What follows belongs to an exercise in optimizing a design on an open flow for small area and a short achievable clock period; a production flow would make more cautious choices. The RTL was checked by simulation tests, not by an equivalence proof against the original design. Power and IR drop assume default switching activity.

### flow/run.sh
#!/bin/bash
# synth_recipe.tcl (not shown) runs the flow's synth.tcl, then flattens the netlist and writes it again
# the make line also repeats each setting of config.mk as NAME=value (left out here)
make -C /OpenROAD-flow-scripts/flow DESIGN_CONFIG=/design/flow/config.mk WORK_HOME=/design/flow/orfs CLKGATE_MAP_FILE= SYNTH_SCRIPT=/design/flow/synth_recipe.tcl finish
### flow/constraint.sdc
create_clock -name core_clock -period 12.5 [get_ports {i_clock}]
set_input_delay 2.5000 -clock core_clock [delete_from_list [all_inputs] [get_ports {i_clock}]]
set_output_delay 2.5000 -clock core_clock [all_outputs]
set_load 0.01 [all_outputs]
### flow/design.v
package mips_pkg;
   localparam int INSTR_W    = 32;
   localparam int DATA_W     = 32;
   localparam int NUM_REGS   = 32;
   localparam int REG_ADDR_W = 5;
   localparam int IMM_W      = 16;
   localparam int PC_W       = 6;
   localparam logic [5:0] OP_RTYPE = 6'd0;
   localparam logic [5:0] OP_BEQZ  = 6'd4;
   localparam logic [5:0] OP_ADDIU = 6'd9;
   localparam logic [5:0] OP_HALT  = 6'd63;
   localparam logic [5:0] FN_ADDU  = 6'h21;
   localparam logic [5:0] FN_SUBU  = 6'h23;
   localparam logic [5:0] FN_AND   = 6'h24;
   localparam logic [5:0] FN_OR    = 6'h25;
   localparam logic [5:0] FN_SLT   = 6'h2a;
   localparam logic [2:0] ALU_ADD = 3'd0;
   localparam logic [2:0] ALU_SUB = 3'd1;
   localparam logic [2:0] ALU_AND = 3'd2;
   localparam logic [2:0] ALU_OR  = 3'd3;
   localparam logic [2:0] ALU_SLT = 3'd4;
endpackage
`timescale 1ns/10ps
import mips_pkg::*;
module instr_fetch
   (
      input  logic               i_clock,
      input  logic               i_we,
      input  logic [PC_W-1:0]    i_waddr,
      input  logic [INSTR_W-1:0] i_wdata,
      input  logic [PC_W-1:0]    i_raddr,
      output logic [INSTR_W-1:0] o_rdata,
      output logic [INSTR_W-1:0] o_word0
   );
   logic [INSTR_W-1:0] imem [0:(2**PC_W)-1];
   logic [(2**PC_W)-1:0] row_we;
   logic [(2**PC_W)-1:0] row_keep;
   always_comb begin
      for (int w = 0; w < 2**PC_W; w++) begin
         row_we[w]   = i_we && (i_waddr == w);
         row_keep[w] = !row_we[w];
      end
   end
   always_ff @(posedge i_clock) begin
      for (int w = 0; w < 2**PC_W; w++) begin
         imem[w] <= (imem[w] & {INSTR_W{row_keep[w]}}) | (i_wdata & {INSTR_W{row_we[w]}});
      end
   end
   assign o_rdata = imem[i_raddr];
   assign o_word0 = imem[0];
endmodule
`timescale 1ns/10ps
import mips_pkg::*;
module decoder
   (
      input  logic [INSTR_W-1:0]    i_instruction,
      output logic [REG_ADDR_W-1:0] o_reg_a,
      output logic [REG_ADDR_W-1:0] o_reg_b,
      output logic [REG_ADDR_W-1:0] o_reg_w,
      output logic                  o_wr_en,
      output logic                  o_use_imm,
      output logic                  o_sub,       
      output logic                  o_sel_and,
      output logic                  o_sel_or,
      output logic                  o_sel_slt,
      output logic                  o_branch,
      output logic                  o_halt
   );
   logic [5:0] opcode;
   logic [5:0] funct;
   logic       rtype;
   logic       addiu;
   assign opcode  = i_instruction[31:26];
   assign funct   = i_instruction[5:0];
   assign o_reg_a = i_instruction[25:21];
   assign o_reg_b = i_instruction[20:16];
   assign rtype = (opcode == OP_RTYPE);
   assign addiu = (opcode == OP_ADDIU);
   assign o_reg_w   = addiu ? i_instruction[20:16] : i_instruction[15:11];
   assign o_use_imm = addiu;
   assign o_sub     = rtype && (funct == FN_SUBU || funct == FN_SLT);
   assign o_sel_and = rtype && (funct == FN_AND);
   assign o_sel_or  = rtype && (funct == FN_OR);
   assign o_sel_slt = rtype && (funct == FN_SLT);
   assign o_wr_en   = addiu || (rtype && (funct == FN_ADDU || funct == FN_SUBU ||
                                          funct == FN_AND  || funct == FN_OR  ||
                                          funct == FN_SLT));
   assign o_branch  = (opcode == OP_BEQZ);
   assign o_halt    = (opcode == OP_HALT);
endmodule
`timescale 1ns/10ps
import mips_pkg::*;
module register_file
   (
      input  logic                  i_clock,
      input  logic                  i_arst_n,
      input  logic                  i_we,
      input  logic [REG_ADDR_W-1:0] i_waddr,
      input  logic [DATA_W-1:0]     i_wdata,
      input  logic                  i_wnonzero,
      input  logic [REG_ADDR_W-1:0] i_raddr_a,
      input  logic [REG_ADDR_W-1:0] i_raddr_b,
      output logic [DATA_W-1:0]     o_rdata_a,
      output logic [DATA_W-1:0]     o_rdata_b,
      output logic                  o_rzero_a
   );
   logic [DATA_W-1:0]   regs [1:NUM_REGS-1];
   logic [NUM_REGS-1:1] nonzero;
   always_ff @(posedge i_clock) begin
      for (int i = 1; i < NUM_REGS; i++) begin
         if (i_we && (i_waddr == i)) begin
            regs[i] <= i_wdata;
         end
      end
   end
   always_ff @(posedge i_clock or negedge i_arst_n) begin
      if (!i_arst_n) begin
         nonzero <= '0;
      end else begin
         for (int i = 1; i < NUM_REGS; i++) begin
            if (i_we && (i_waddr == i)) begin
               nonzero[i] <= i_wnonzero;
            end
         end
      end
   end
   always_comb begin
      o_rdata_a = '0;
      o_rdata_b = '0;
      o_rzero_a = 1'b1;
      for (int i = 1; i < NUM_REGS; i++) begin
         if (i_raddr_a == i && nonzero[i]) begin
            o_rdata_a = o_rdata_a | regs[i];
            o_rzero_a = 1'b0;
         end
         if (i_raddr_b == i && nonzero[i]) begin
            o_rdata_b = o_rdata_b | regs[i];
         end
      end
   end
endmodule
`timescale 1ns/10ps
import mips_pkg::*;
module instr_decode
   (
      input  logic [REG_ADDR_W-1:0] i_reg_a,
      input  logic [REG_ADDR_W-1:0] i_reg_b,
      input  logic [DATA_W-1:0]     i_rdata_a,
      input  logic [DATA_W-1:0]     i_rdata_b,
      input  logic                  i_rzero_a,
      input  logic                  i_fwd_en,
      input  logic [REG_ADDR_W-1:0] i_fwd_reg,
      input  logic [DATA_W-1:0]     i_fwd_data,
      input  logic                  i_fwd_zero,
      input  logic                  i_use_imm,
      input  logic                  i_sub,
      input  logic [IMM_W-1:0]      i_immediate,
      output logic [DATA_W-1:0]     o_op_a,
      output logic [DATA_W-1:0]     o_op_b,
      output logic                  o_a_zero
   );
   logic fwd_a;
   logic fwd_b;
   logic [DATA_W-1:0] data_b;
   assign fwd_a = i_fwd_en && (i_fwd_reg == i_reg_a);
   assign fwd_b = i_fwd_en && (i_fwd_reg == i_reg_b);
   assign o_op_a   = fwd_a ? i_fwd_data : i_rdata_a;
   assign o_a_zero = fwd_a ? i_fwd_zero : i_rzero_a;
   assign data_b   = fwd_b ? i_fwd_data : i_rdata_b;
   assign o_op_b   = (i_use_imm ? {{(DATA_W-IMM_W){i_immediate[IMM_W-1]}}, i_immediate}
                                : data_b) ^ {DATA_W{i_sub}};
endmodule
`timescale 1ns/10ps
import mips_pkg::*;
module execute
   (
      input  logic [DATA_W-1:0] i_op_a,
      input  logic [DATA_W-1:0] i_op_b,
      input  logic              i_sub,
      input  logic              i_sel_and,
      input  logic              i_sel_or,
      input  logic              i_sel_slt,
      output logic [DATA_W-1:0] o_result
   );
   logic [DATA_W-1:0] sum;
   logic              less_than;
   assign sum = i_op_a + i_op_b + {{(DATA_W-1){1'b0}}, i_sub};
   assign less_than = (i_op_a[DATA_W-1] == i_op_b[DATA_W-1]) ? i_op_a[DATA_W-1]
                                                             : sum[DATA_W-1];
   always_comb begin
      if (i_sel_slt)      o_result = {{(DATA_W-1){1'b0}}, less_than};
      else if (i_sel_and) o_result = i_op_a & i_op_b;
      else if (i_sel_or)  o_result = i_op_a | i_op_b;
      else                o_result = sum;
   end
endmodule
`timescale 1ns/10ps
import mips_pkg::*;
module mips_core
   (
      input  logic                  i_clock,
      input  logic                  i_arst_n,
      input  logic                  i_run,
      input  logic                  i_load_en,
      input  logic [PC_W-1:0]       i_load_addr,
      input  logic [INSTR_W-1:0]    i_load_data,
      output logic [PC_W-1:0]       o_pc,
      output logic                  o_halt,
      output logic                  o_wb_en,
      output logic [REG_ADDR_W-1:0] o_wb_reg,
      output logic [DATA_W-1:0]     o_wb_data
   );
   logic [PC_W-1:0]       pc;
   logic                  halted;
   logic                  cur_wr_en;
   logic [REG_ADDR_W-1:0] cur_wr_reg;
   logic [DATA_W-1:0]     cur_op_a;
   logic [DATA_W-1:0]     cur_op_b;
   logic                  cur_sub;
   logic                  cur_sel_and;
   logic                  cur_sel_or;
   logic                  cur_sel_slt;
   logic                  cur_halt;
   logic [PC_W-1:0]       cur_next_pc;    
   logic [DATA_W-1:0] result;
   logic              result_zero;
   logic              wr;
   execute u_execute_1 (
      .i_op_a    (cur_op_a),
      .i_op_b    (cur_op_b),
      .i_sub     (cur_sub),
      .i_sel_and (cur_sel_and),
      .i_sel_or  (cur_sel_or),
      .i_sel_slt (cur_sel_slt),
      .o_result  (result)
   );
   assign result_zero = (result == '0);
   assign wr = cur_wr_en && i_run;
   assign o_pc      = pc;
   assign o_halt    = halted;
   assign o_wb_en   = wr;
   assign o_wb_reg  = cur_wr_reg;
   assign o_wb_data = result;
   always_ff @(posedge i_clock or negedge i_arst_n) begin
      if (!i_arst_n) begin
         pc     <= '0;
         halted <= 1'b0;
      end else if (i_run) begin
         pc <= cur_next_pc;
         if (cur_halt) begin
            halted <= 1'b1;
         end
      end
   end
   logic                  load_we;
   logic [INSTR_W-1:0]    fetch_word;
   logic [INSTR_W-1:0]    word0;
   logic [REG_ADDR_W-1:0] rd_reg_a;
   logic [REG_ADDR_W-1:0] rd_reg_b;
   logic [DATA_W-1:0]     rdata_a;
   logic [DATA_W-1:0]     rdata_b;
   logic                  rzero_a;
   assign load_we = i_load_en && !i_run;
   instr_fetch u_instr_fetch_1 (
      .i_clock (i_clock),
      .i_we    (load_we),
      .i_waddr (i_load_addr),
      .i_wdata (i_load_data),
      .i_raddr (cur_next_pc),
      .o_rdata (fetch_word),
      .o_word0 (word0)
   );
   assign rd_reg_a = i_run ? fetch_word[25:21] : i_load_data[25:21];
   assign rd_reg_b = i_run ? fetch_word[20:16] : i_load_data[20:16];
   register_file u_register_file_1 (
      .i_clock    (i_clock),
      .i_arst_n   (i_arst_n),
      .i_we       (wr),
      .i_waddr    (cur_wr_reg),
      .i_wdata    (result),
      .i_wnonzero (!result_zero),
      .i_raddr_a  (rd_reg_a),
      .i_raddr_b  (rd_reg_b),
      .o_rdata_a  (rdata_a),
      .o_rdata_b  (rdata_b),
      .o_rzero_a  (rzero_a)
   );
   logic                  load_hit;
   logic                  update;
   logic [INSTR_W-1:0]    nxt_instr;
   logic [PC_W-1:0]       nxt_pc;
   logic [REG_ADDR_W-1:0] nxt_reg_a;
   logic [REG_ADDR_W-1:0] nxt_reg_b;
   logic [REG_ADDR_W-1:0] nxt_wr_reg;
   logic                  nxt_wr_en;
   logic                  nxt_use_imm;
   logic                  nxt_sub;
   logic                  nxt_sel_and;
   logic                  nxt_sel_or;
   logic                  nxt_sel_slt;
   logic                  nxt_branch;
   logic                  nxt_halt;
   logic [DATA_W-1:0]     nxt_op_a;
   logic [DATA_W-1:0]     nxt_op_b;
   logic                  nxt_a_zero;
   logic [PC_W-1:0]       nxt_pc_plus1;
   logic [PC_W-1:0]       nxt_next_pc;
   assign load_hit = load_we && (i_load_addr == pc);
   assign update = !i_arst_n || (i_run ? !cur_halt : (load_hit && !halted));
   always_comb begin
      if (!i_arst_n) begin
         nxt_instr = load_hit ? i_load_data : word0;
      end else if (i_run) begin
         nxt_instr = fetch_word;
      end else begin
         nxt_instr = i_load_data;
      end
   end
   assign nxt_pc = (i_run && i_arst_n) ? cur_next_pc : pc;
   decoder u_decoder_1 (
      .i_instruction (nxt_instr),
      .o_reg_a       (nxt_reg_a),
      .o_reg_b       (nxt_reg_b),
      .o_reg_w       (nxt_wr_reg),
      .o_wr_en       (nxt_wr_en),
      .o_use_imm     (nxt_use_imm),
      .o_sub         (nxt_sub),
      .o_sel_and     (nxt_sel_and),
      .o_sel_or      (nxt_sel_or),
      .o_sel_slt     (nxt_sel_slt),
      .o_branch      (nxt_branch),
      .o_halt        (nxt_halt)
   );
   instr_decode u_instr_decode_1 (
      .i_reg_a     (rd_reg_a),
      .i_reg_b     (rd_reg_b),
      .i_rdata_a   (rdata_a),
      .i_rdata_b   (rdata_b),
      .i_rzero_a   (rzero_a),
      .i_fwd_en    (wr && i_arst_n && (cur_wr_reg != '0)),
      .i_fwd_reg   (cur_wr_reg),
      .i_fwd_data  (result),
      .i_fwd_zero  (result_zero),
      .i_use_imm   (nxt_use_imm),
      .i_sub       (nxt_sub),
      .i_immediate (nxt_instr[IMM_W-1:0]),
      .o_op_a      (nxt_op_a),
      .o_op_b      (nxt_op_b),
      .o_a_zero    (nxt_a_zero)
   );
   assign nxt_pc_plus1 = nxt_pc + 1'b1;
   always_comb begin
      if (nxt_halt) begin
         nxt_next_pc = nxt_pc;
      end else if (nxt_branch && nxt_a_zero) begin
         nxt_next_pc = nxt_pc_plus1 + nxt_instr[PC_W-1:0];
      end else begin
         nxt_next_pc = nxt_pc_plus1;
      end
   end
   always_ff @(posedge i_clock) begin
      if (update) begin
         cur_wr_en   <= nxt_wr_en;
         cur_wr_reg  <= nxt_wr_reg;
         cur_op_a    <= nxt_op_a;
         cur_op_b    <= nxt_op_b;
         cur_sub     <= nxt_sub;
         cur_sel_and <= nxt_sel_and;
         cur_sel_or  <= nxt_sel_or;
         cur_sel_slt <= nxt_sel_slt;
         cur_halt    <= nxt_halt;
         cur_next_pc <= nxt_next_pc;
      end
   end
endmodule
### flow/config.mk
export PLATFORM = sky130hd
export DESIGN_NAME = mips_core
export DESIGN_NICKNAME = mips_core
export VERILOG_FILES = /design/flow/design.v
export SDC_FILE = /design/flow/constraint.sdc
export NUM_CORES = 8
export LEC_CHECK = 0
export CAP_MARGIN = 20
export CORE_MARGIN = 2
export CORE_UTILIZATION = 30
export SETUP_SLACK_MARGIN = 3
export SLEW_MARGIN = 20
==> impl_metrics.ini <==
[critical_path]
critical_path.reg2reg.endpoint = cur_next_pc[1]$_DFFE_PP_
worst-r2r-setup-slack_ns = 4.52
r2r_cells = 19
worst_path_most_repeated_cell = sky130_fd_sc_hd__fa_1
depth_of_the_critical_timing_path_with_buffers_and_inverters_included = 15
timing.critical_path.slowest_stage_cell = sky130_fd_sc_hd__o31ai_1
critPathMaxFanout = 35
worstPathRequired_ns = 10.00
worstPathArrival_ns = 6.38
crit_path_start_kind = flop
critical_path_class = flop to output port
setup.worst_path.end_class = output port
worstPathBufferInverterCount = 3
path_cells = fa_1 > inv_1 > fa_1 > nor2b_1 > o31a_1 > o311ai_1 > a2111oi_0 > o31ai_1 > o21a_1 > a21o_1 > o21ai_0 > xnor2_1 > o31ai_4 > buf_4 > clkdlybuf4s50_1
critPathTopFamily = compound AO/OA/AOI/OAI gates
cp-startpoint = cur_op_b[0]$_DFFE_PP_
rr_startpoint = cur_next_pc[5]$_DFFE_PP_
cpPeakStageDelay_ns = 0.73
cp-endpoint = o_wb_data[30]

[run_status]
outcome = timing/DRC/antenna clean

[logic_synthesis]
synthFlopType = sky130_fd_sc_hd__edfxtp_1
syn-cell-area_sq_mm = 0.127
synth_fp_nets = 8401
synthesis.area_per_instance_sq_um = 15.3
number_of_synthesized_register_bits = 3159
synth.yosys.warnings = 6
synth.lib_cells_used.distinct = 90
seq_area_frac_synth = 0.747
async_reset_ff_frac = 0.0120
synth_edf_count = 3121
syn-instance-count = 8286

[power_and_ir_drop]
power_density_mw_per_mm2 = 196
vdd_drop_max_mv = 0.146
power.combinational.fraction = 0.240
power.static_leakage_nw = 46.3
net-switching-power_w = 0.00954
power.share.clock = 0.319
power.share.switching = 0.331
cell_internal_pwr_w = 0.0192
seqPwrFrac = 0.440
power_w = 0.0288

[timing]
totalNegativeSetupSlack_ns = 0
timing.clock.skew_ns = 0.0725
worst_slew_margin_rel = 0.0915
max_clock_freq_ghz = 0.113
final-hold-violation-count = 0
min_period_over_period = 0.711
slew_worst_pin_ns = 1.35
grt_setup_unrepaired = no
timing_max_transition_violations_final = 0
report.final.setup_viol = 0
layout_min_cycle_time_ns = 8.88

[floorplanning]
effective_utilization_at_floorplan = 0.302
die_w_microns = 654
area_enclosed_by_the_die_boundary_sq_mm = 0.428
standard_cell_rows = 238
die_height_microns = 654
ioPinCount = 87
core-area_sq_mm = 0.420

[clock_tree]
clock_tree.htree_level_count = 5
cts_buffers = 311
cts_num_sinks = 3159
cts.path.max_buffers = 4
clock_latency_ns = 0.94
clk_transition_reported_paths_ns = 0.06
post_cts_buffers = 0
cts_tree = done
cts_root_buffer = sky130_fd_sc_hd__clkbuf_16
cts_resized = 0
holdBufCountCts = 0

[placement]
place.detailed.instances = 13800
globalplace.congestion = 0.958
place_hpwl_microns = 303000
portBuffers = 86

[global_route]
antenna_found_initial = 45
global_route.overflow_total = 0
gr-usage-all-layers = 0.262
grt_util_met1 = 0.327
grt_use_met2 = 0.378
grt_pass1_wl_microns = 771000
grt_most_used_layer = met2
grt_max_degree = 160
grt_use_met3 = 0.106
via_count_of_the_first_global_routing_pass = 87300

[final_layout]
commonest_cells_after_routing_fill_and_taps_aside = sky130_fd_sc_hd__edfxtp_1 (3,121), sky130_fd_sc_hd__a22oi_1 (1,102), sky130_fd_sc_hd__nand3_1 (645)
post_layout_nonfiller_instances = 14400
final.fill_count = 39700
design.final.nets = 8598
area_growth_syn_to_layout_pct = 15.7
drive_gt1_frac = 0.134
layout.cells.most_common = sky130_fd_sc_hd__edfxtp_1

[routing]
drtAntennaViolNets = 0
routed_wire_length_per_instance_microns = 40.8
vias_per_cell = 6.63
routed_wl_microns = 586000
final_routed_drc_violation_total = 0
detail_route.first_pass.iterations = 15
drt-initial-drc-count = 24100
via_count = 95300

[worst_hold_path]
worst_hold_path_type = flop to flop

[flow_run]
max_cap_viol_count = 0
power by group through the flow:
stage / sequential [W] / clock (W) / combinational [W]
floorplan: 0.0128 / 0 / 0.00316
global placement: 0.0129 / 0 / 0.00647
detailed placement: 0.0129 / 0 / 0.00654
CTS: 0.0127 / 0.00916 / 0.00656
global route: 0.0127 / 0.00956 / 0.00706
finish: 0.0127 / 0.00920 / 0.00692
synth_stat cells, types with 14 or more instances:
cell type / count / area, sq um
sky130_fd_sc_hd__nor2b_1: 31 / 194
sky130_fd_sc_hd__nand3_1: 646 / 3230
sky130_fd_sc_hd__a22o_1: 228 / 2000
sky130_fd_sc_hd__xnor2_1: 52 / 455
sky130_fd_sc_hd__a211oi_1: 26 / 195
sky130_fd_sc_hd__a221oi_1: 240 / 2100
sky130_fd_sc_hd__nand2_1: 268 / 1010
sky130_fd_sc_hd__buf_2: 69 / 345
sky130_fd_sc_hd__or3_1: 16 / 100
sky130_fd_sc_hd__mux2i_1: 36 / 360
sky130_fd_sc_hd__inv_1: 117 / 439
sky130_fd_sc_hd__o21ai_0: 75 / 375
sky130_fd_sc_hd__a21oi_1: 138 / 691
sky130_fd_sc_hd__buf_1: 75 / 282
sky130_fd_sc_hd__o22ai_1: 15 / 93.8
sky130_fd_sc_hd__o21a_1: 15 / 113
sky130_fd_sc_hd__nand4_1: 375 / 2350
sky130_fd_sc_hd__a21o_1: 14 / 105
sky130_fd_sc_hd__a22oi_1: 1102 / 8270
sky130_fd_sc_hd__edfxtp_1: 3121 / 93700
sky130_fd_sc_hd__nor4_1: 90 / 563
sky130_fd_sc_hd__a31oi_1: 18 / 113
sky130_fd_sc_hd__and3_1: 145 / 907
sky130_fd_sc_hd__xor2_1: 14 / 123
sky130_fd_sc_hd__a222oi_1: 66 / 661
sky130_fd_sc_hd__dfrtp_1: 38 / 951
sky130_fd_sc_hd__ha_1: 70 / 876
sky130_fd_sc_hd__nor2_1: 330 / 1240
sky130_fd_sc_hd__nand3b_1: 16 / 120
sky130_fd_sc_hd__nor3_1: 97 / 485
sky130_fd_sc_hd__clkbuf_1: 444 / 1670
sky130_fd_sc_hd__and4_1: 26 / 228
sky130_fd_sc_hd__mux2_2: 19 / 214
sky130_fd_sc_hd__a2111oi_0: 31 / 272
logic make-up after synthesis:
group,after synthesis,share of synthesized area
AND/OR/NAND/NOR,2151,0.0896
multiplexers,56,0.00462
adder cells (fa/ha/maj),73,0.00738
buffers and inverters,715,0.0221
AO/OA/AOI/OAI,2066,0.125
flip-flops,3159,0.747
XOR/XNOR,66,0.00456
layer usage:
metal	vias up	wire length, microns
li1	34600	-
met1	47200	193000
met2	10700	242000
met3	2691	103000
met4	40	47800
met5	-	306
metrics by stage:
| stage | worst slack [ns] | hold WS [ns] | util | instance area [sq um] |
|---|---|---|---|---|
| final | 3.62 | 0.576 | 0.349 | 147000 |
| after global routing | 3.42 | 0.594 | 0.349 | 147000 |
| after CTS | 3.74 | 0.571 | 0.349 | 147000 |
| after detailed placement | 4.49 | 0.540 | 0.326 | 137000 |
| after global placement | 4.52 | 0.558 | 0.326 | 137000 |
| after floorplan | 3.86 | 0.456 | - | 127000 |
area by class of cell:
class | count | area, sq um | share of cell area
clock inverter | 174 | 1390 | 0.00949
antenna | 18 | 45.0 | 0.000307
sequential | 3159 | 94700 | 0.645
tap | 5640 | 7060 | 0.0481
clock buffer | 377 | 8220 | 0.0561
multi-input combinational | 4412 | 31100 | 0.212
timing repair buffer | 479 | 3700 | 0.0253
inverter | 120 | 453 | 0.00309
worst min path at each step:
| stage | start | endpoint | depth (start not counted) |
|---|---|---|---|
| 6_report | cur_halt$_DFFE_PP_ | halted$_DFFE_PN0P_ | 1 |
| 5_1_grt | cur_halt$_DFFE_PP_ | halted$_DFFE_PN0P_ | 1 |
| 4_1_cts | cur_halt$_DFFE_PP_ | halted$_DFFE_PN0P_ | 1 |
| 3_5_place_dp | cur_halt$_DFFE_PP_ | halted$_DFFE_PN0P_ | 1 |
| 3_3_place_gp | u_register_file_1.nonzero[26]$_DFFE_PN0P_ | u_register_file_1.nonzero[26]$_DFFE_PN0P_ | 2 |
| 2_1_floorplan | cur_halt$_DFFE_PP_ | halted$_DFFE_PN0P_ | 1 |

-- port drivers added, routing unchanged --
In the flow no input, the clock included, has a driving cell. The finished layout below was timed again as built, in two steps.
Step 1: set_driving_cell puts a clkbuf_16 on i_clock and a buf_2 on each other input, an assumption about the parent block.
Step 2 adds t to the input delays and takes it off the output delays; t is the mean of the earliest and latest rising clock arrival at the registers after step 1. Input paths then give back, and output paths get back, about the clock's delay inside the block.
a / b / c = ideal / step 1 / step 2; a / b = the first two.
t, ns: 1.012
setup slack, ns: 3.617 / 3.495 / 3.929
hold slack, ns: 0.576 / 0.576 / 0.576
pins driven straight from the clock port: 1
After both steps setup and hold are still met in this run. For this run, drivers alone change the setup slack by -0.122 ns; drivers and shift together by +0.312 ns.
